This design comes from an exercise in tuning for small area, a short achievable clock period and few clock cycles per item on the open sky130 flow, not from production work.
In this exercise RTL edits were held to simulation tests only and were not proved equivalent to the original.

==> flow/design.v (outline; a module is shown in full before it is edited, if it fits) <==
// module complex_mult_pipe: 1195 lines
module complex_mult_pipe #(
  parameter int IN0_W    = 16,
  parameter int IN0_FRAC = 8,
  parameter int IN1_W    = 12,
  parameter int IN1_FRAC = 10,
  parameter int OUT_W    = 16,
  parameter int OUT_FRAC = 8,
  parameter int ROUND    = 1
) (
  input  logic             CLK,
  input  logic             RST_N,
  input  logic             IN_VALID,
  output logic             IN_READY,
  input  logic             CONJ,
  input  logic [IN0_W-1:0] IN0_Real,
  input  logic [IN0_W-1:0] IN0_Img,
  input  logic [IN1_W-1:0] IN1_Real,
  input  logic [IN1_W-1:0] IN1_Img,
  output logic             OUT_VALID,
  input  logic             OUT_READY,
  output logic [OUT_W-1:0] OUT_Real,
  output logic [OUT_W-1:0] OUT_Img,
  output logic             OVF
);
  // ...
==> flow/run.sh <==
#!/bin/bash
# synth_recipe.tcl (not shown) runs the flow's synth.tcl, then flattens the netlist and writes it again
# the make line also repeats each setting of config.mk as NAME=value (left out here)
make -C /OpenROAD-flow-scripts/flow DESIGN_CONFIG=/design/flow/config.mk WORK_HOME=/design/flow/orfs CLKGATE_MAP_FILE= SYNTH_SCRIPT=/design/flow/synth_recipe.tcl finish
==> flow/config.mk <==
export PLATFORM = sky130hd
export DESIGN_NAME = complex_mult_pipe
export DESIGN_NICKNAME = complex_mult_pipe
export VERILOG_FILES = /design/flow/design.v
export SDC_FILE = /design/flow/constraint.sdc
export NUM_CORES = 4
export LEC_CHECK = 0
export CAP_MARGIN = 20
export CORE_MARGIN = 2
export CORE_UTILIZATION = 40
export PLACE_DENSITY = 0.5
export SETUP_SLACK_MARGIN = 2.5
export SLEW_MARGIN = 20
==> flow/constraint.sdc <==
create_clock -name core_clock -period 6.5 [get_ports {CLK}]
set_input_delay 1.3000 -clock core_clock [delete_from_list [all_inputs] [get_ports {CLK}]]
set_output_delay 1.3000 -clock core_clock [all_outputs]
set_load 0.01 [all_outputs]
==> out/metrics.cfg, run 1 <==
[layout]
drive_above_1_share_pct = 6.33
design.seq.count = 282
post-route-util_pct = 44.5
nets = 2909
final_common_cell = inv_1

[clocking]
htree_levels = 2
cts_buffers = 36

[min_path]
holdCritPathClass = reg -> reg

[global_route]
antenna_found_initial = 1
grtUsageMet3_pct = 6.85
use_met1_pct = 34.9
grt_max_degree = 152

[timing]
finalCritPeriodShare_pct = 59.3
period_needed_ps = 3850
skew_ps = 37.3
tightest_slew_ps = 1180

[critical_path]
cp.buffers_inverters = 3
crit_fanout = 16
crit_family = adder cells
critPathLaunch = br_s2[2]
end_kind = flip-flop

[logic_synthesis]
synth_nets = 2955
synthTopCellsByArea = edfxtp_1 31%, fa_1 16%, a221oi_1 7.2%
seq_area_frac_synth_pct = 31.4
synthCells = 2546
synth_top_area_share_pct = 31.0
synthTopCellsByCount = 341 x inv_1, 278 x edfxtp_1, 221 x a221oi_1
synthArstFlopShare_pct = 1.42
synth-edff-count = 278

[drt]
wl_met1_um = 38300

[place]
post_dp_cell_area_sq_um = 28500
portBuffers = 95

[run_status]
status = no timing/DRC/antenna violations

[flow_run]
max_cap_viol_count = 0

[die]
die_h_um = 263

Testbench counts, summed over its fixed seeds: cycles 16,024, items 16,000.
==> run 2: changes to the inputs <==
--- a/flow/config.mk
+++ b/flow/config.mk
@@ -10,4 +10,4 @@
 export CORE_UTILIZATION = 40
 export PLACE_DENSITY = 0.5
-export SETUP_SLACK_MARGIN = 2.5
+export SETUP_SLACK_MARGIN = 3.0
 export SLEW_MARGIN = 20
==> out/metrics.cfg, run 2 <==
[run_status]
status = no timing/DRC/antenna violations  ; unchanged

[global_route]
met2_usage_pct = 40.4  ; was 40.0%
antenna_found_initial = 1  ; unchanged
grtUsageMet3_pct = 6.93  ; was 6.85%
use_met1_pct = 35.5  ; was 34.9%
grt-ovfl-total = 0  ; unchanged
gr-usage-all-layers_pct = 26.4  ; was 26.0%
busiest_layer = met2  ; unchanged
grt_pass1_vias = 21279  ; was 21116
grt_pass1_wl_um = 138000  ; was 136000 um
grt_max_degree = 152  ; unchanged

[critical_path]
ff2ff_path_depth = 10  ; unchanged
critPathKind = reg -> out  ; was reg -> reg
rrSetupSlack_ps = 3030  ; was 2650 ps
cp.buffers_inverters = 3  ; unchanged
endpoint = OVF  ; was t_q838
cp_slowest_cell = or4_4  ; was edfxtp_1
crit_chain = or4_4 -> nand2_8 -> buf_6 -> buf_6 -> nand2_2 -> or2_4 -> buf_6  ; was buf_4 -> or2_2 -> or3_1 -> nand2_1 -> xnor2_1 -> inv_1 -> fa_1 -> fa_1 -> inv_1 -> fa_1
cp.arrival_ps = 2210  ; was 4150 ps
crit_fanout = 3  ; was 16
start_kind = flip-flop  ; unchanged
end_kind = output port  ; was flip-flop
cp.required_ps = 5200  ; was 6800 ps
cpPeakStageDelay_ps = 590  ; was 760 ps
cp.depth = 7  ; was 10
crit_path_frequent_cell = buf_6  ; was fa_1
critPathLaunch = yr_q[18]  ; was br_s2[2]
r2r-start = br_s3[0]  ; was br_s2[2]
crit_family = simple AND/OR/NAND/NOR gates  ; was adder cells
r2r-end = t_q756  ; was t_q838

[timing]
fmax_mhz = 285  ; was 260 MHz
tightest_slew_ps = 1060  ; was 1180 ps
period_needed_ps = 3510  ; was 3850 ps
holdWs_ps = 462  ; about the same
slew_headroom_pct = 29.1  ; was 21.3%
skew_ps = 38.7  ; was 37.3 ps
final_hold_viol_count = 0  ; unchanged
finalCritPeriodShare_pct = 54.0  ; was 59.3%
rsz0062_at_grt = true  ; was false
finalSetupViolCount = 0  ; unchanged
slew_viol_final = 0  ; unchanged
setup_tns_ps = 0  ; unchanged

[die]
io_pins = 96  ; unchanged
rows = 95  ; unchanged
initial_core_util_pct = 40.2  ; unchanged
core_area_sq_um = 66900  ; unchanged
die_x_um = 263  ; unchanged
die_h_um = 263  ; unchanged
die_area_sq_um = 69400  ; unchanged

[drt]
ant_nets = 0  ; unchanged
routedWlPerCell_um = 27.1  ; was 27.0 um
dr_total_vias = 21263  ; was 20845
drtIter0Drc = 2469  ; was 2338
vias_per_cell = 6.14  ; was 6.13
drt-pass1-iter-count = 10  ; was 7
drc = 0  ; unchanged
wl_um = 93800  ; was 91700 um

[logic_synthesis]
synth_area_leader_cell = edfxtp_1  ; unchanged
yosysWarningCount = 1  ; unchanged
synth-edff-count = 278  ; unchanged
ys.flop_type = edfxtp_1  ; unchanged
synth-seq-cells = 282  ; unchanged
synthArstFlopShare_pct = 1.42  ; unchanged
netlist_area_sq_um = 26900  ; unchanged
synth_nets = 2955  ; unchanged
yosysMostFrequentCell = inv_1  ; unchanged
synth_cell_types = 64  ; unchanged
synthTopCellsByCount = 341 x inv_1, 278 x edfxtp_1, 221 x a221oi_1  ; unchanged
syn_area_per_cell_sq_um = 10.6  ; unchanged
synthCells = 2546  ; unchanged
synth_top_area_share_pct = 31.0  ; unchanged
synthTopCellsByArea = edfxtp_1 31%, fa_1 16%, a221oi_1 7.2%  ; unchanged
seq_area_frac_synth_pct = 31.4  ; unchanged

[clocking]
htree_levels = 2  ; unchanged
cts_tree = yes  ; unchanged
cts_buffers = 36  ; unchanged
insertion_delay_ps = 570  ; about the same
cts-root-buf = clkbuf_16  ; unchanged
cts_sinks = 282  ; unchanged
clk_path_buf_depth = 3  ; unchanged
path_clk_slew_ps = 50  ; was 60 ps

[layout]
syn_to_final_growth_pct = 13.2  ; was 10.7%
n_fill_cell = 6310  ; was 6329
drive_above_1_share_pct = 10.7  ; was 6.33%
antennaDiodeCount = 0  ; unchanged
final_cell_mix = 341 x inv_1, 278 x edfxtp_1, 221 x a221oi_1, 220 x a22o_1, 211 x fa_1  ; was 341 x inv_1, 278 x edfxtp_1, 221 x a221oi_1, 220 x a22o_1, 212 x fa_1
nets = 2971  ; was 2909
largestRegisters = yi_q x19, yr_q x19  ; unchanged
final_common_cell = inv_1  ; unchanged

[place]
portBuffers = 95  ; unchanged
dpl.hpwl_um = 59700  ; unchanged
place.gp.congestion = 0.899  ; unchanged

[flow_run]
max_cap_viol_count = 0  ; unchanged

[min_path]
holdCritPathClass = reg -> reg  ; unchanged

==> run 2: how the worst min path moves through the flow <==
| stage | cells after the start | slack [ps] | to | start |
|---|---|---|---|---|
| finish | 1 | 460 | vld_q[3] | vld_q[2] |
| global route | 1 | 490 | vld_q[3] | vld_q[2] |
| CTS | 1 | 460 | vld_q[3] | vld_q[2] |
| detailed placement | 1 | 450 | vld_q[3] | vld_q[2] |
| global placement | 1 | 440 | vld_q[3] | vld_q[2] |
| floorplan | 1 | 430 | vld_q[3] | vld_q[2] |
==> run 2: per-stage QoR <==
| stage | setup slack [ps] | util (%) | instances | instance area, sq um |
|---|---|---|---|---|
| 2_1_floorplan | 1920 | - | 2546 | 26900 |
| 3_3_place_gp | 2090 | 42.6 | 3327 | 28500 |
| 3_5_place_dp | 2080 | 42.6 | 3327 | 28500 |
| 4_1_cts | 2870 | 44.8 | 3419 | 30000 |
| 5_1_grt | 2910 | 45.5 | 3461 | 30500 |
| 6_report | 2990 | 45.5 | 3461 | 30500 |
==> run 2: cells by family after synthesis <==
| logic type | Yosys count | share of synthesized area [%] |
|---|---|---|
| AO/OA/AOI/OAI | 720 | 21.5 |
| XOR/XNOR | 373 | 12.1 |
| adder cells (fa/ha/maj) | 348 | 22.1 |
| buffers and inverters | 598 | 8.35 |
| flip-flops | 282 | 31.4 |
| multiplexers | 4 | 0.158 |
| AND/OR/NAND/NOR | 221 | 4.40 |
==> run 2: final cells by class <==
| type | count | area, sq um | area share [%] |
|---|---|---|---|
| Multi-Input combinational cell | 1668 | 16400 | 53.9 |
| Tap cell | 873 | 1090 | 3.58 |
| Inverter | 343 | 1290 | 4.22 |
| Clock buffer | 49 | 1000 | 3.28 |
| Sequential cell | 282 | 8450 | 27.7 |
| Timing Repair Buffer | 231 | 2060 | 6.77 |
| Clock inverter | 15 | 145 | 0.476 |
==> run 2: per-layer routing <==
metal	vias to the layer above	wire length, um
met3	313	9730
met5	-	10
met4	2	4370
li1	9196	-
met2	1261	40900
met1	10491	38800
==> run 2: repair_timing <==
item,4_1_cts,5_1_grt
setup buffers,26,41
hold buffers,0,0
setup endpoints to repair,77,79
pin swaps,4,11
gates resized for setup,61,99
cloned,2,0
==> run 2: worst register-to-register path, stage by stage (launching register included) <==
cell	delay, ps
edfxtp_1	350
buf_4	290
or4_1	640
nand2_1	110
xor2_1	370
inv_1	90
ha_1	310
xnor2_1	160
fa_1	400
inv_1	90
fa_1	410
==> run 3: changes to the inputs <==
--- a/flow/config.mk
+++ b/flow/config.mk
@@ -10,4 +10,4 @@
 export CORE_UTILIZATION = 40
 export PLACE_DENSITY = 0.5
-export SETUP_SLACK_MARGIN = 3.0
+export SETUP_SLACK_MARGIN = 2.0
 export SLEW_MARGIN = 20
==> out/metrics.cfg, run 3 <==
[run_status]
status = no timing/DRC/antenna violations  ; unchanged

[critical_path]
r2r-start = bi_s2[0]  ; was br_s3[0]
cp.arrival_ps = 2900  ; was 2210 ps
cp.required_ps = 5200  ; about the same
rrSetupSlack_ps = 2530  ; was 3030 ps
start_kind = input port  ; was flip-flop
r2r-end = t_q822  ; was t_q756
crit_fanout = 28  ; was 3
ff2ff_path_depth = 11  ; was 10
critPathKind = in -> out  ; was reg -> out
end_kind = output port  ; unchanged

[drt]
drc = 0  ; unchanged
ant_nets = 0  ; unchanged
vias_per_cell = 6.11  ; was 6.14
wl_um = 91300  ; was 93800 um
routedWlPerCell_um = 26.9  ; was 27.1 um
dr_total_vias = 20732  ; was 21263
drtIter0Drc = 2437  ; was 2469
drt-pass1-iter-count = 6  ; was 10

[logic_synthesis]
synth_area_leader_cell = edfxtp_1  ; unchanged
synthArstFlopShare_pct = 1.42  ; unchanged
synth_nets = 2955  ; unchanged
synth-seq-cells = 282  ; unchanged
syn_area_per_cell_sq_um = 10.6  ; unchanged
synthCells = 2546  ; unchanged
synthTopCellsByArea = edfxtp_1 31%, fa_1 16%, a221oi_1 7.2%  ; unchanged
synth_cell_types = 64  ; unchanged
yosysWarningCount = 1  ; unchanged
seq_area_frac_synth_pct = 31.4  ; unchanged
synth-edff-count = 278  ; unchanged
netlist_area_sq_um = 26900  ; unchanged
yosysMostFrequentCell = inv_1  ; unchanged
synthTopCellsByCount = 341 x inv_1, 278 x edfxtp_1, 221 x a221oi_1  ; unchanged
synth_top_area_share_pct = 31.0  ; unchanged
ys.flop_type = edfxtp_1  ; unchanged

[clocking]
htree_levels = 2  ; unchanged
hold_buffers = 0  ; unchanged
insertion_delay_ps = 570  ; about the same
cts-root-buf = clkbuf_16  ; unchanged
cts_tree = yes  ; unchanged
cts_buffers = 36  ; unchanged
cts_sinks = 282  ; unchanged
clk_path_buf_depth = 3  ; unchanged
path_clk_slew_ps = 50  ; about the same

[die]
rows = 95  ; unchanged
core_area_sq_um = 66900  ; unchanged
initial_core_util_pct = 40.2  ; unchanged
io_pins = 96  ; unchanged
die_x_um = 263  ; unchanged
die_h_um = 263  ; unchanged
die_area_sq_um = 69400  ; unchanged

[place]
portBuffers = 95  ; unchanged
dpl.hpwl_um = 59700  ; unchanged
place.gp.congestion = 0.899  ; unchanged
dp_cells = 3327  ; unchanged

[timing]
setup_tns_ps = 0  ; unchanged
skew_ps = 37.8  ; was 38.7 ps
slew_headroom_pct = 21.9  ; was 29.1%
period_needed_ps = 4200  ; was 3510 ps
rsz0062_at_grt = false  ; was true
finalSetupViolCount = 0  ; unchanged
holdWs_ps = 462  ; about the same
slew_viol_final = 0  ; unchanged
final_hold_viol_count = 0  ; unchanged
finalCritPeriodShare_pct = 64.6  ; was 54.0%
tightest_slew_ps = 1170  ; was 1060 ps
fmax_mhz = 238  ; was 285 MHz

[layout]
final_cell_mix = 341 x inv_1, 278 x edfxtp_1, 221 x a221oi_1, 220 x a22o_1, 212 x fa_1  ; was 341 x inv_1, 278 x edfxtp_1, 221 x a221oi_1, 220 x a22o_1, 211 x fa_1
fin_cells = 3394  ; was 3461
n_fill_cell = 6333  ; was 6310
nets = 2904  ; was 2971
largestRegisters = yi_q x19, yr_q x19  ; unchanged
multi_input_area_sq_um = 16200  ; was 16400 sq um
final_common_cell = inv_1  ; unchanged
drive_above_1_share_pct = 6.07  ; was 10.7%
antennaDiodeCount = 0  ; unchanged
syn_to_final_growth_pct = 10.4  ; was 13.2%
seqCellArea_sq_um = 8450  ; unchanged

[global_route]
grt_pass1_wl_um = 136000  ; was 138000 um
grt-ovfl-total = 0  ; unchanged
antenna_found_initial = 1  ; unchanged
grt_max_degree = 152  ; unchanged
grt_pass1_vias = 21081  ; was 21279
gr-usage-all-layers_pct = 25.9  ; was 26.4%

[min_path]
holdPathStages = 1  ; unchanged
holdCritPathClass = reg -> reg  ; unchanged
min_to = vld_q[3]  ; unchanged
hold_start = vld_q[2]  ; unchanged

[flow_run]
max_cap_viol_count = 0  ; unchanged

run 3: cell count changes in the layout (fill, tap and decap cells not counted), sizes merged:
cell	delta
buf	-72
clkdlybuf4s50	+36
clkbuf	-25
dlygate4sd2	-2
nand2b	-1
dlymetal6s2s	-3
run 3: metal layers:
metal / vias up / wire length (um) / GRT usage, %
met2: 1146 / 40400 / 39.6
met5: - / 10 / 0
met3: 225 / 9390 / 6.85
met1: 10301 / 38200 / 34.8
li1: 9058 / - / -
met4: 2 / 3310 / 10.3
run 3: cell families after synthesis:
logic type / Yosys count / synth area share [%]
fa+ha+maj: 348 / 22.1
buf+inv: 598 / 8.35
xor+xnor: 373 / 12.1
mux: 4 / 0.158
flops: 282 / 31.4
simple gates: 221 / 4.40
compound gates: 720 / 21.5
run 3: cell type report:
class,instances,area share [%]
tap,873,3.67
sequential,282,28.4
clock inverter,15,0.488
multi-input combinational,1667,54.7
inverter,343,4.33
timing repair buffer,165,5.06
clock buffer,49,3.36
run 3: what timing repair did:
action	in CTS	in global routing
setup endpoints to repair	2	15
hold endpoints to repair	0	0
gates resized for setup	1	1
setup buffers	0	0
gates cloned	0	1
run 3: worst max-delay path by stage:
stage	startpoint	end	depth (start not counted)
2_1_floorplan	OUT_READY	IN_READY	1
3_5_place_dp	OUT_READY	IN_READY	3
3_3_place_gp	OUT_READY	IN_READY	3
4_1_cts	OUT_READY	IN_READY	3
5_1_grt	yi_q[18]	OUT_Img[0]	5
6_report	OUT_READY	IN_READY	3
run 3: through the flow:
stage	cell area, sq um	setup slack [ps]	util, %
finish	29700	2300	44.4
global route	29700	2140	44.4
CTS	29700	2080	44.4
detailed placement	28500	2080	42.6
global placement	28500	2090	42.6
floorplan	26900	1920	-
run 3: worst max-delay path, cell delays in order:
cell and delay, ps:
clkdlybuf4s50_1 530, nand2b_4 440, clkdlybuf4s50_1 630
==> run 4: changes to the inputs <==
==> flow/flow/run.sh (new file) <==
#!/bin/bash
set -o pipefail
cp standard.sh standard_sh.log
export BUFFER_PORTS_ARGS="-buffer_cell sky130_fd_sc_hd__buf_2"
bash standard.sh > standard.log 2>&1
==> flow/standard.sh (new file) <==
#!/bin/bash
# synth_recipe.tcl (not shown) runs the flow's synth.tcl, then flattens the netlist and writes it again
# the make line also repeats each setting of config.mk as NAME=value (left out here)
make -C /OpenROAD-flow-scripts/flow DESIGN_CONFIG=/design/flow/config.mk WORK_HOME=/design/flow/orfs CLKGATE_MAP_FILE= SYNTH_SCRIPT=/design/flow/synth_recipe.tcl "${@:-finish}"
--- a/flow/config.mk
+++ b/flow/config.mk
@@ -10,4 +10,4 @@
 export CORE_UTILIZATION = 40
 export PLACE_DENSITY = 0.5
-export SETUP_SLACK_MARGIN = 2.0
+export SETUP_SLACK_MARGIN = 3.0
 export SLEW_MARGIN = 20
removed: flow/run.sh
==> out/metrics.cfg, run 4 <==
[timing]
period_needed_ps = 3500  ; was 4200 ps
finalCritPeriodShare_pct = 53.8  ; was 64.6%
setup_tns_ps = 0  ; unchanged
skew_ps = 30.7  ; was 37.8 ps
final_hold_viol_count = 0  ; unchanged
tightest_slew_ps = 1060  ; was 1170 ps
finalSetupViolCount = 0  ; unchanged
rsz0062_at_grt = true  ; was false
slew_headroom_pct = 29.6  ; was 21.9%
slew_viol_final = 0  ; unchanged
fmax_mhz = 286  ; was 238 MHz

[min_path]
min_to = ovf_q  ; was vld_q[3]
holdCritPathClass = reg -> reg  ; unchanged
holdPathStages = 1  ; unchanged
hold_start = ovf_q  ; was vld_q[2]

[logic_synthesis]
syn_area_per_cell_sq_um = 10.6  ; unchanged
synthTopCellsByCount = 341 x inv_1, 278 x edfxtp_1, 221 x a221oi_1  ; unchanged
ys.flop_type = edfxtp_1  ; unchanged
synthCells = 2546  ; unchanged
yosysWarningCount = 1  ; unchanged
synth-edff-count = 278  ; unchanged
netlist_area_sq_um = 26900  ; unchanged
synthArstFlopShare_pct = 1.42  ; unchanged
synth_top_area_share_pct = 31.0  ; unchanged
synthTopCellsByArea = edfxtp_1 31%, fa_1 16%, a221oi_1 7.2%  ; unchanged
seq_area_frac_synth_pct = 31.4  ; unchanged
synth_area_leader_cell = edfxtp_1  ; unchanged
synth_nets = 2955  ; unchanged
synth_cell_types = 64  ; unchanged
yosysMostFrequentCell = inv_1  ; unchanged
synth-seq-cells = 282  ; unchanged

[critical_path]
cp.required_ps = 6810  ; was 5200 ps
critPathKind = reg -> reg  ; was in -> out
ff2ff_path_depth = 8  ; was 11
cp.arrival_ps = 3810  ; was 2900 ps
r2r-end = t_q753  ; was t_q822
end_kind = flip-flop  ; was output port
rrSetupSlack_ps = 3000  ; was 2530 ps
r2r-start = ar[6]  ; was bi_s2[0]
start_kind = flip-flop  ; was input port
crit_fanout = 13  ; was 28

[layout]
final_common_cell = inv_1  ; unchanged
final_cell_mix = 341 x inv_1, 278 x edfxtp_1, 220 x a22o_1, 219 x a221oi_1, 212 x fa_1  ; was 341 x inv_1, 278 x edfxtp_1, 221 x a221oi_1, 220 x a22o_1, 212 x fa_1
drive_above_1_share_pct = 12.1  ; was 6.07%
syn_to_final_growth_pct = 10.6  ; was 10.4%
fin_cells = 3416  ; was 3394
largestRegisters = yi_q x19, yr_q x19  ; unchanged
nets = 2925  ; was 2904
post-route-util_pct = 44.5  ; was 44.4%
n_fill_cell = 6362  ; was 6333

[drt]
dr_total_vias = 21245  ; was 20732
drt-pass1-iter-count = 9  ; was 6
drtIter0Drc = 2527  ; was 2437
drc = 0  ; unchanged
ant_nets = 0  ; unchanged
routedWlPerCell_um = 27.5  ; was 26.9 um
wl_um = 94100  ; was 91300 um
vias_per_cell = 6.22  ; was 6.11

[global_route]
met2_usage_pct = 39.0  ; was 39.6%
grtUsageMet3_pct = 7.35  ; was 6.85%
grt_pass1_vias = 21571  ; was 21081
antenna_found_initial = 0  ; was 1
use_met1_pct = 35.8  ; was 34.8%
grt_pass1_wl_um = 138000  ; was 136000 um
busiest_layer = met2  ; unchanged
gr-usage-all-layers_pct = 26.3  ; was 25.9%
grt-ovfl-total = 0  ; unchanged
grt_max_degree = 159  ; was 152

[die]
rows = 95  ; unchanged
core_area_sq_um = 66900  ; unchanged
die_h_um = 263  ; unchanged
initial_core_util_pct = 40.2  ; unchanged
die_x_um = 263  ; unchanged
die_area_sq_um = 69400  ; unchanged
io_pins = 96  ; unchanged

[place]
place.gp.congestion = 0.891  ; was 0.899
dpl.hpwl_um = 60900  ; was 59700 um
dp_cells = 3323  ; was 3327
portBuffers = 95  ; unchanged

[clocking]
path_clk_slew_ps = 70  ; was 50 ps
clk_path_buf_depth = 3  ; unchanged
cts_sinks = 282  ; unchanged
cts-root-buf = clkbuf_16  ; unchanged
cts_tree = yes  ; unchanged
htree_levels = 2  ; unchanged
insertion_delay_ps = 570  ; about the same
hold_buffers = 0  ; unchanged
cts_buffers = 35  ; was 36

[flow_run]
max_cap_viol_count = 0  ; unchanged

[run_status]
status = no timing/DRC/antenna violations  ; unchanged

-- run 4: changes by cell type in the layout (fill, tap and decap cells not counted), moves of 5 or more --
cell,before,now
clkbuf_8,5,0
clkdlybuf4s50_1,95,0
buf_2,0,95
buf_6,0,19
ha_1,136,129
buf_12,1,6
ha_2,0,7
-- run 4: cells by family after synthesis --
kind of cell | Yosys count | share of synthesized area, %
multiplexers | 4 | 0.158
AND/OR/NAND/NOR | 221 | 4.40
adder cells (fa/ha/maj) | 348 | 22.1
flip-flops | 282 | 31.4
AO/OA/AOI/OAI | 720 | 21.5
XOR/XNOR | 373 | 12.1
buffers and inverters | 598 | 8.35
-- run 4: metal layers --
metal  wire length [um]  vias up  part of all wire [%]
li1                   -     9111                     -
met1              39300    10544                    42
met2              40200     1278                    43
met3              10500      312                    11
met4               4070        0                   4.3
met5                  0        -                     0
-- run 4: per-stage QoR --
stage | worst slack [ps] | hold slack, ps | instance area (sq um)
floorplan | 1920 | 430 | 26900
global placement | 2660 | 444 | 28000
detailed placement | 2640 | 447 | 28000
CTS | 3010 | 461 | 29400
global route | 2960 | 485 | 29800
finish | 3000 | 459 | 29800
-- run 4: cell type report --
type,count,area [sq um],area share (%)
multi-input cells,1667,16400,55.2
repair buffers,187,1330,4.46
diodes,1,2.50,0.00840
inverters,343,1290,4.33
clock buffers,40,916,3.08
clock inverters,23,273,0.916
well taps,873,1090,3.67
flip-flops and latches,282,8450,28.4
-- run 4: critical path, stage by stage (launching register included) --
cell and delay (ps):
edfxtp_1 680, buf_6 300, a221oi_1 530, xnor2_1 150
fa_1 490, inv_1 70, fa_1 430, inv_1 90
fa_1 480
-- run 4: timing repair --
action	in CTS	in global routing
buffers inserted	10	18
gates cloned	1	0
gates resized for setup	20	39
pin swaps	4	8
setup endpoints to repair	61	68
-- run 4: worst max-delay path by stage --
stage,start,endpoint,slack [ps],cells past startpoint
floorplan,OUT_READY,IN_READY,1920,1
global placement,IN0_Real[1],ar3[13],2660,11
detailed placement,IN0_Real[1],ar3[13],2640,11
CTS,br_s3[0],t_q759,3010,8
global route,bi_s2[0],t_q756,2960,11
finish,ar[6],t_q753,3000,8
==> run 5: changes to the inputs <==
==> flow/flow/run.sh (replaced) <==
#!/bin/bash
set -euo pipefail
cp standard.sh standard_sh.log
export BUFFER_PORTS_ARGS="-buffer_cell sky130_fd_sc_hd__buf_2"
bash standard.sh synth > synth.log 2>&1
NET=orfs/results/sky130hd/complex_mult_pipe/base/1_2_yosys.v
cp "$NET" yosys_before_invpush.v.log
python3 flow/invpush.py "$NET" > invpush.log 2>&1
bash standard.sh > standard.log 2>&1
==> flow/flow/invpush.py (new file) <==
#!/usr/bin/env python3
"""Remove inverters around full-adder cells of a mapped sky130 netlist.

A full adder is self-dual: FA(~a, ~b, ~c) = (~sum, ~cout). Yosys's adder
extraction leaves many full adders whose inputs come through inverters or
whose outputs feed inverters. For each full adder, this script counts the
inverters that complementing it (taking its inputs from the inverters'
inputs, and driving the inverters' outputs directly) would remove and add,
and complements it when that removes more than it adds; it repeats until
no complement helps. The logic function of the netlist is unchanged.

usage: invpush.py NETLIST.v   (rewritten in place)
"""
import re
import sys

path = sys.argv[1]
text = open(path).read()

m = re.search(r'^module\s+(\S+)\s*\((.*?)\);', text, re.S | re.M)
body_start = m.end()
end = text.rindex('endmodule')

cell_re = re.compile(r'^\s*(sky130_fd_sc_hd__\w+)\s+(\S+)\s*\((.*?)\);\s*$', re.S | re.M)
pin_re = re.compile(r'\.(\w+)\(\s*(.*?)\s*\)\s*(?:,|$)', re.S)

cells = {}
order = []
decl_lines = []
pos = body_start
for cm in cell_re.finditer(text, body_start, end):
    decl_lines.append(text[pos:cm.start()])
    pos = cm.end()
    ty, name, pins = cm.group(1), cm.group(2), cm.group(3)
    pl = [(p, n.strip()) for p, n in pin_re.findall(pins)]
    cells[name] = {'type': ty, 'pins': pl}
    order.append(name)
tail = text[pos:end]
head = text[:body_start] + ''.join(decl_lines)

ports = set()
for dm in re.finditer(r'^\s*(input|output|inout)\s+(?:\[[^\]]*\]\s*)?(.*?);', head, re.M):
    for n in dm.group(2).split(','):
        ports.add(n.strip())


def is_inv(c):
    return re.match(r'sky130_fd_sc_hd__(clk)?inv_\d+$', c['type']) is not None


def is_fa(c):
    return re.match(r'sky130_fd_sc_hd__fa_\d+$', c['type']) is not None


OUT_PINS = {'X', 'Y', 'Q', 'Q_N', 'SUM', 'COUT', 'HI', 'LO'}


def base(n):
    # port bits like OUT_Real[3] count as ports
    return re.sub(r'\s*\[\d+\]\s*$', '', n).strip()


def is_port(n):
    return n in ports or base(n) in ports


drv = {}
loads = {}


def rebuild():
    drv.clear(); loads.clear()
    for name, c in cells.items():
        for p, n in c['pins']:
            if p in OUT_PINS:
                drv[n] = (name, p)
            else:
                loads.setdefault(n, []).append((name, p))


def pin(c, p):
    for q, n in c['pins']:
        if q == p:
            return n
    raise KeyError(p)


def setpin(c, p, net):
    c['pins'] = [(q, net if q == p else n) for q, n in c['pins']]


newcnt = [0]
new_wires = []


def new_net():
    newcnt[0] += 1
    n = f'_invpush_{newcnt[0]}_'
    new_wires.append(n)
    return n


def add_inv(a, y):
    newcnt[0] += 1
    name = f'_invpush_cell_{newcnt[0]}_'
    cells[name] = {'type': 'sky130_fd_sc_hd__inv_1', 'pins': [('A', a), ('Y', y)]}
    order.append(name)


def inv_loads(n):
    return [l for l in loads.get(n, []) if is_inv(cells[l[0]]) and l[1] == 'A']


def gain(fname):
    c = cells[fname]
    g = 0
    used = {}
    for p in ('A', 'B', 'CIN'):
        n = pin(c, p)
        used[n] = used.get(n, 0) + 1
    for n, k in used.items():
        d = drv.get(n)
        if d and is_inv(cells[d[0]]):
            # input comes through an inverter: use its input instead
            if len(loads.get(n, [])) == k and not is_port(n):
                g += 1
        elif inv_loads(n):
            pass            # complement already exists
        else:
            g -= 1
    for p in ('SUM', 'COUT'):
        n = pin(c, p)
        il = inv_loads(n)
        others = len(loads.get(n, [])) - len(il)
        if il:
            g += len(il) - 1 if not any(is_port(cells[i]['pins'][1][1]) for i, _ in il) else 0
            # one inverter output becomes the adder's output net
            if all(not is_port(pin(cells[i], 'Y')) for i, _ in il):
                g += 1
            else:
                g += 0
            if others or is_port(n):
                g -= 1
        else:
            g -= 1
    return g


def flip(fname):
    c = cells[fname]
    # inputs
    newin = {}
    for p in ('A', 'B', 'CIN'):
        n = pin(c, p)
        if n in newin:
            setpin(c, p, newin[n]); continue
        d = drv.get(n)
        if d and is_inv(cells[d[0]]):
            comp = pin(cells[d[0]], 'A')
        else:
            il = inv_loads(n)
            if il:
                comp = pin(cells[il[0][0]], 'Y')
            else:
                comp = new_net()
                add_inv(n, comp)
        newin[n] = comp
        setpin(c, p, comp)
    # outputs
    for p in ('SUM', 'COUT'):
        n = pin(c, p)
        il = [i for i, _ in inv_loads(n)]
        il_np = [i for i in il if not is_port(pin(cells[i], 'Y'))]
        others = [l for l in loads.get(n, []) if l[0] not in il]
        if il_np:
            keep = pin(cells[il_np[0]], 'Y')     # becomes the adder output
            for i in il_np:
                y = pin(cells[i], 'Y')
                if y != keep:
                    for (lc, lp) in loads.get(y, []):
                        setpin(cells[lc], lp, keep)
                del cells[i]
            setpin(c, p, keep)
            if others or is_port(n) or any(i not in il_np for i in il):
                add_inv(keep, n)
        else:
            nn = new_net()
            setpin(c, p, nn)
            add_inv(nn, n)
    # inverters left without loads
    rebuild()
    for name in list(cells):
        cc = cells[name]
        if is_inv(cc):
            y = pin(cc, 'Y')
            if not loads.get(y) and not is_port(y):
                del cells[name]
    rebuild()


rebuild()
n0 = sum(1 for c in cells.values() if is_inv(c))
changed = True
nflip = 0
while changed:
    changed = False
    for name in list(cells):
        if name in cells and is_fa(cells[name]) and gain(name) > 0:
            before = sum(1 for c in cells.values() if is_inv(c))
            snapshot = {k: {'type': v['type'], 'pins': list(v['pins'])} for k, v in cells.items()}
            flip(name)
            after = sum(1 for c in cells.values() if is_inv(c))
            if after >= before:          # estimate was wrong: undo
                cells.clear(); cells.update(snapshot); rebuild()
                continue
            nflip += 1
            changed = True
n1 = sum(1 for c in cells.values() if is_inv(c))
sys.stderr.write(f'invpush: {nflip} adders complemented, inverters {n0} -> {n1}\n')

out = [head]
if new_wires:
    out.append(''.join(f'  wire {w};\n' for w in new_wires))
for name in order:
    if name not in cells:
        continue
    c = cells[name]
    pins = ',\n'.join(f'    .{p}({n}{" " if n.startswith(chr(92)) else ""})'
                       for p, n in c['pins'])
    out.append(f'  {c["type"]} {name} (\n{pins}\n  );\n')
out.append(tail)
out.append(text[end:])
open(path, 'w').write(''.join(out))
==> out/metrics.cfg, run 5 <==
[logic_synthesis]
syn_area_per_cell_sq_um = 11.2  ; was 10.6 sq um
yosysWarningCount = 1  ; unchanged
synthCells = 2344  ; was 2546
synth_nets = 2753  ; was 2955
netlist_area_sq_um = 26200  ; was 26900 sq um

[critical_path]
crit_fanout = 35  ; was 13
rrSetupSlack_ps = 2970  ; was 3000 ps
cp.arrival_ps = 3790  ; was 3810 ps
cpPeakStageDelay_ps = 550  ; was 680 ps
cp.depth = 7  ; was 8
critPathLaunch = br_s3[3]  ; was ar[6]
cp.buffers_inverters = 1  ; was 3
r2r-end = t_q747  ; was t_q753
end_kind = flip-flop  ; unchanged
cp_slowest_cell = fa_1  ; was edfxtp_1
crit_chain = buf_4 -> a22o_1 -> a221oi_1 -> xnor2_1 -> fa_1 -> fa_1 -> fa_1  ; was buf_6 -> a221oi_1 -> xnor2_1 -> fa_1 -> inv_1 -> fa_1 -> inv_1 -> fa_1
crit_path_frequent_cell = fa_1  ; unchanged
cp.required_ps = 6760  ; was 6810 ps
start_kind = flip-flop  ; unchanged
r2r-start = br_s3[3]  ; was ar[6]
ff2ff_path_depth = 7  ; was 8
endpoint = t_q747  ; was t_q753
critPathKind = reg -> reg  ; unchanged
crit_family = adder cells  ; unchanged

[timing]
slew_headroom_pct = 31.5  ; was 29.6%
finalCritPeriodShare_pct = 54.4  ; was 53.8%
setup_tns_ps = 0  ; unchanged
fmax_mhz = 283  ; was 286 MHz
skew_ps = 41.3  ; was 30.7 ps
finalSetupViolCount = 0  ; unchanged
tightest_slew_ps = 1030  ; was 1060 ps
final_hold_viol_count = 0  ; unchanged
period_needed_ps = 3530  ; was 3500 ps
rsz0062_at_grt = true  ; unchanged
slew_viol_final = 0  ; unchanged

[place]
portBuffers = 95  ; unchanged
place.gp.congestion = 0.878  ; was 0.891
dpl.hpwl_um = 59800  ; was 60900 um
dp_cells = 3097  ; was 3323

[layout]
final_cell_mix = 278 x edfxtp_1, 220 x a22o_1, 218 x a221oi_1, 211 x fa_1, 196 x xnor2_1  ; was 341 x inv_1, 278 x edfxtp_1, 220 x a22o_1, 219 x a221oi_1, 212 x fa_1
fin_cells = 3224  ; was 3416
drive_above_1_share_pct = 13.7  ; was 12.1%
final_common_cell = edfxtp_1  ; was inv_1
largestRegisters = yi_q x19, yr_q x19  ; unchanged
antennaDiodeCount = 0  ; was 1
syn_to_final_growth_pct = 11.7  ; was 10.6%
nets = 2753  ; was 2925
n_fill_cell = 6052  ; was 6362

[clocking]
htree_levels = 2  ; unchanged
hold_buffers = 0  ; unchanged
insertion_delay_ps = 580  ; was 570 ps
cts_tree = yes  ; unchanged
cts_sinks = 282  ; unchanged
clk_path_buf_depth = 3  ; unchanged
cts_buffers = 35  ; unchanged
cts-root-buf = clkbuf_16  ; unchanged
path_clk_slew_ps = 60  ; was 70 ps

[global_route]
gr-usage-all-layers_pct = 27.0  ; was 26.3%
grt_pass1_vias = 21057  ; was 21571
grt-ovfl-total = 0  ; unchanged
use_met1_pct = 36.2  ; was 35.8%
antenna_found_initial = 2  ; was 0
busiest_layer = met2  ; unchanged
grtUsageMet3_pct = 8.27  ; was 7.35%
met2_usage_pct = 41.0  ; was 39.0%
grt_max_degree = 151  ; was 159
grt_pass1_wl_um = 136000  ; was 138000 um

[die]
io_pins = 96  ; unchanged
rows = 93  ; was 95
core_area_sq_um = 64600  ; was 66900 sq um
initial_core_util_pct = 40.5  ; was 40.2%
die_x_um = 260  ; was 263 um
die_area_sq_um = 67500  ; was 69400 sq um
die_h_um = 260  ; was 263 um

[drt]
routedWlPerCell_um = 28.8  ; was 27.5 um
wl_um = 92900  ; was 94100 um
drt-pass1-iter-count = 8  ; was 9
ant_nets = 0  ; unchanged
drc = 0  ; unchanged
dr_total_vias = 20739  ; was 21245
vias_per_cell = 6.43  ; was 6.22
drtIter0Drc = 2818  ; was 2527

[min_path]
hold_start = ovf_q  ; unchanged
holdCritPathClass = reg -> reg  ; unchanged

[flow_run]
max_cap_viol_count = 0  ; unchanged

[run_status]
status = no timing/DRC/antenna violations  ; unchanged

-- run 5: worst min path at each step --
stage	endpoint	cells after the start
after floorplan	vld_q[3]	1
after global placement	vld_q[3]	1
after detailed placement	ovf_q	1
after CTS	ovf_q	1
after global routing	vld_q[3]	1
final	ovf_q	1
-- run 5: per-stage QoR --
step	utilization (%)	worst slack (ps)	hold WS [ps]	area, sq um
finish	45.3	2970	458	29200
global route	45.3	2960	488	29200
CTS	44.5	3000	463	28800
detailed placement	42.1	2560	450	27200
global placement	42.1	2570	446	27200
floorplan	-	1920	430	26200
-- run 5: timing repair --
| item | 4_1_cts | 5_1_grt |
|---|---|---|
| pin swaps | 2 | 1 |
| gates cloned | 1 | 1 |
| gates resized for setup | 12 | 35 |
| endpoints found under the setup margin | 94 | 54 |
| endpoints found under the hold margin | 0 | 0 |
| setup buffers | 34 | 27 |
-- run 5: area by class of cell --
type | count | area [sq um] | share of cell area (%)
inverters | 141 | 529 | 1.81
clock buffers | 41 | 908 | 3.11
clock inverters | 21 | 256 | 0.877
multi-input cells | 1667 | 16400 | 56.1
flip-flops and latches | 282 | 8450 | 28.9
repair buffers | 217 | 1620 | 5.55
well taps | 855 | 1070 | 3.66
-- run 5: routing by layer --
layer / part of all wire, % / vias to the layer above
li1: - / 8751
met1: 41 / 10363
met2: 43 / 1310
met3: 12 / 315
met4: 4.5 / 0
met5: 0 / -
-- run 5: worst register-to-register path, stage by stage, from the launching register on --
cell      delay, ps
edfxtp_1        380
buf_4           280
a22o_1          330
a221oi_1        520
xnor2_1         220
fa_1            480
fa_1            490
fa_1            550
==> run 6: changes to the inputs <==
--- a/flow/config.mk
+++ b/flow/config.mk
@@ -9,5 +9,5 @@
 export CORE_MARGIN = 2
 export CORE_UTILIZATION = 40
-export PLACE_DENSITY = 0.5
+export PLACE_DENSITY = 0.6
 export SETUP_SLACK_MARGIN = 3.0
 export SLEW_MARGIN = 20
==> out/metrics.cfg, run 6 <==
[die]
initial_core_util_pct = 40.5  ; unchanged
core_area_sq_um = 64600  ; unchanged
die_area_sq_um = 67500  ; unchanged
die_x_um = 260  ; unchanged
io_pins = 96  ; unchanged
die_h_um = 260  ; unchanged
rows = 93  ; unchanged

[min_path]
min_to = vld_q[3]  ; was ovf_q
holdCritPathClass = reg -> reg  ; unchanged
hold_start = vld_q[2]  ; was ovf_q
holdPathStages = 1  ; unchanged

[critical_path]
end_kind = flip-flop  ; unchanged
crit_fanout = 13  ; was 35
crit_path_frequent_cell = fa_1  ; unchanged
cpPeakStageDelay_ps = 680  ; was 550 ps
cp_slowest_cell = edfxtp_1  ; was fa_1
cp.arrival_ps = 3820  ; was 3790 ps
cp.required_ps = 6820  ; was 6760 ps
rrSetupSlack_ps = 3000  ; was 2970 ps
r2r-start = ar[4]  ; was br_s3[3]
start_kind = flip-flop  ; unchanged
critPathKind = reg -> reg  ; unchanged
crit_chain = a22o_1 -> a221oi_1 -> xnor2_1 -> fa_1 -> fa_1 -> fa_1  ; was buf_4 -> a22o_1 -> a221oi_1 -> xnor2_1 -> fa_1 -> fa_1 -> fa_1
ff2ff_path_depth = 6  ; was 7
r2r-end = t_q750  ; was t_q747

[timing]
skew_ps = 25.8  ; was 41.3 ps
fmax_mhz = 285  ; was 283 MHz
setup_tns_ps = 0  ; unchanged
period_needed_ps = 3500  ; was 3530 ps
fin_ws_ps = 3000  ; was 2970 ps
final_hold_viol_count = 0  ; unchanged
finalSetupViolCount = 0  ; unchanged
tightest_slew_ps = 974  ; was 1030 ps
rsz0062_at_grt = true  ; unchanged
slew_headroom_pct = 35.1  ; was 31.5%
slew_viol_final = 0  ; unchanged
holdWs_ps = 459  ; was 458 ps
finalCritPeriodShare_pct = 53.9  ; was 54.4%

[global_route]
use_met1_pct = 35.0  ; was 36.2%
grtUsageMet3_pct = 8.91  ; was 8.27%
grt-ovfl-total = 0  ; unchanged
grt_max_degree = 147  ; was 151
met2_usage_pct = 38.0  ; was 41.0%
grt_pass1_wl_um = 134000  ; was 136000 um
busiest_layer = met2  ; unchanged
gr-usage-all-layers_pct = 26.3  ; was 27.0%
grt_pass1_vias = 20905  ; was 21057
antenna_found_initial = 0  ; was 2

[drt]
drc = 0  ; unchanged
drt-pass1-iter-count = 9  ; was 8
ant_nets = 0  ; unchanged
dr_total_vias = 20922  ; was 20739
vias_per_cell = 6.55  ; was 6.43
drtIter0Drc = 2917  ; was 2818
routedWlPerCell_um = 28.7  ; was 28.8 um
wl_um = 91600  ; was 92900 um

[clocking]
cts_tree = yes  ; unchanged
insertion_delay_ps = 580  ; about the same
path_clk_slew_ps = 60  ; about the same
cts-root-buf = clkbuf_16  ; unchanged
cts_buffers = 36  ; was 35
hold_buffers = 0  ; unchanged
cts_sinks = 282  ; unchanged
htree_levels = 2  ; unchanged
clk_path_buf_depth = 3  ; unchanged

[place]
dp_cells = 3100  ; was 3097
place.gp.congestion = 0.899  ; was 0.878
post-place-ws_ps = 2610  ; was 2560 ps
portBuffers = 95  ; unchanged
dpl.hpwl_um = 57000  ; was 59800 um
post_dp_cell_area_sq_um = 27200  ; about the same

[layout]
final_cell_mix = 278 x edfxtp_1, 220 x a22o_1, 219 x a221oi_1, 211 x fa_1, 198 x xnor2_1  ; was 278 x edfxtp_1, 220 x a22o_1, 218 x a221oi_1, 211 x fa_1, 196 x xnor2_1
largestRegisters = yi_q x19, yr_q x19  ; unchanged
drive_above_1_share_pct = 12.7  ; was 13.7%
n_fill_cell = 5970  ; was 6052
antennaDiodeCount = 0  ; unchanged
syn_to_final_growth_pct = 10.7  ; was 11.7%
nets = 2726  ; was 2753
fin_cells = 3196  ; was 3224
multi_input_area_sq_um = 16400  ; about the same
postLayoutCellArea_sq_um = 29000  ; was 29200 sq um
final_common_cell = edfxtp_1  ; unchanged
seqCellArea_sq_um = 8450  ; unchanged

[logic_synthesis]
yosysWarningCount = 1  ; unchanged
synth_nets = 2753  ; unchanged
syn_area_per_cell_sq_um = 11.2  ; unchanged
synthCells = 2344  ; unchanged
netlist_area_sq_um = 26200  ; unchanged

[run_status]
status = no timing/DRC/antenna violations  ; unchanged

[flow_run]
max_cap_viol_count = 0  ; unchanged

==> run 6: what timing repair did <==
action                                 4_1_cts  5_1_grt
setup buffers                               13       17
gates resized for setup                     12       43
cloned                                       2        1
endpoints found under the hold margin        0        0
setup endpoints to repair                   64       55
pin swaps                                    2        4
==> run 6: area by class of cell <==
cell class | instances | share of cell area [%]
repair buffers | 188 | 4.83
clock inverters | 19 | 0.480
flip-flops and latches | 282 | 29.2
well taps | 855 | 3.69
inverters | 141 | 1.84
multi-input cells | 1668 | 56.7
clock buffers | 43 | 3.28
==> run 6: worst max-delay path: cells and delay by family, from the launching register on <==
family / cells / cell delay [ps]
fa+ha+maj: 3 / 1420
flops: 1 / 680
xor+xnor: 1 / 220
compound gates: 2 / 920
==> run 6: worst max path at each step <==
stage,startpoint,cells after the start,end
global placement,OUT_READY,3,IN_READY
CTS,ai[7],7,t_q794
floorplan,OUT_READY,1,IN_READY
detailed placement,OUT_READY,3,IN_READY
global route,ai[5],7,t_q750
finish,ar[4],6,t_q750
==> run 6: stage by stage <==
stage,util [%]
6_report,44.8
2_1_floorplan,-
5_1_grt,44.8
3_3_place_gp,42.1
4_1_cts,44.2
3_5_place_dp,42.2
==> run 6: layer usage <==
layer / wire, um / vias to the layer above
met5: 64 / -
met3: 12200 / 359
met2: 38500 / 1642
li1: - / 8697
met1: 36000 / 10222
met4: 4800 / 2

port drivers added, routing unchanged:
In the flow no input, the clock included, has a driving cell. The finished layouts below were timed again as built, in two steps. Step 1 assumes that a clkbuf_16 drives the clock port and a buf_2 every other input. Step 2, shift: input delay + t, output delay - t, t = (earliest + latest rising clock arrival at the registers) / 2. This alone moves slack from input paths to output paths. a / b / c = no drivers / after step 1 / after step 2; a / b = the first two.
| run | t, ns | setup WS [ns] | hold WS [ns] | clock arrival spread, ns | slew at the worst register clock pin (ns) |
|---|---|---|---|---|---|
| run 1 | 0.617 | 2.647 / 2.587 / 2.204 | 0.462 / 0.462 / 0.462 | 0.038 / 0.037 | 0.06 / 0.06 |
| run 2 | 0.613 | 2.992 / 2.930 / 2.537 | 0.462 / 0.462 / 0.462 | 0.039 / 0.039 | 0.06 / 0.06 |
| run 3 | 0.617 | 2.302 / 2.275 / 2.169 | 0.462 / 0.462 / 0.462 | 0.037 / 0.037 | 0.06 / 0.06 |
| run 4 | 0.629 | 3.001 / 3.001 / 2.612 | 0.459 / 0.459 / 0.459 | 0.041 / 0.041 | 0.07 / 0.07 |
| run 5 | 0.625 | 2.965 / 2.965 / 2.691 | 0.458 / 0.458 / 0.458 | 0.043 / 0.043 | 0.08 / 0.08 |
| run 6 | 0.627 | 2.996 / 2.996 / 2.759 | 0.459 / 0.459 / 0.459 | 0.029 / 0.029 | 0.07 / 0.07 |
After both steps every run listed still meets setup and hold. For run 2, which loses most, drivers alone change the setup slack by -0.062 ns; drivers and shift together by -0.455 ns.
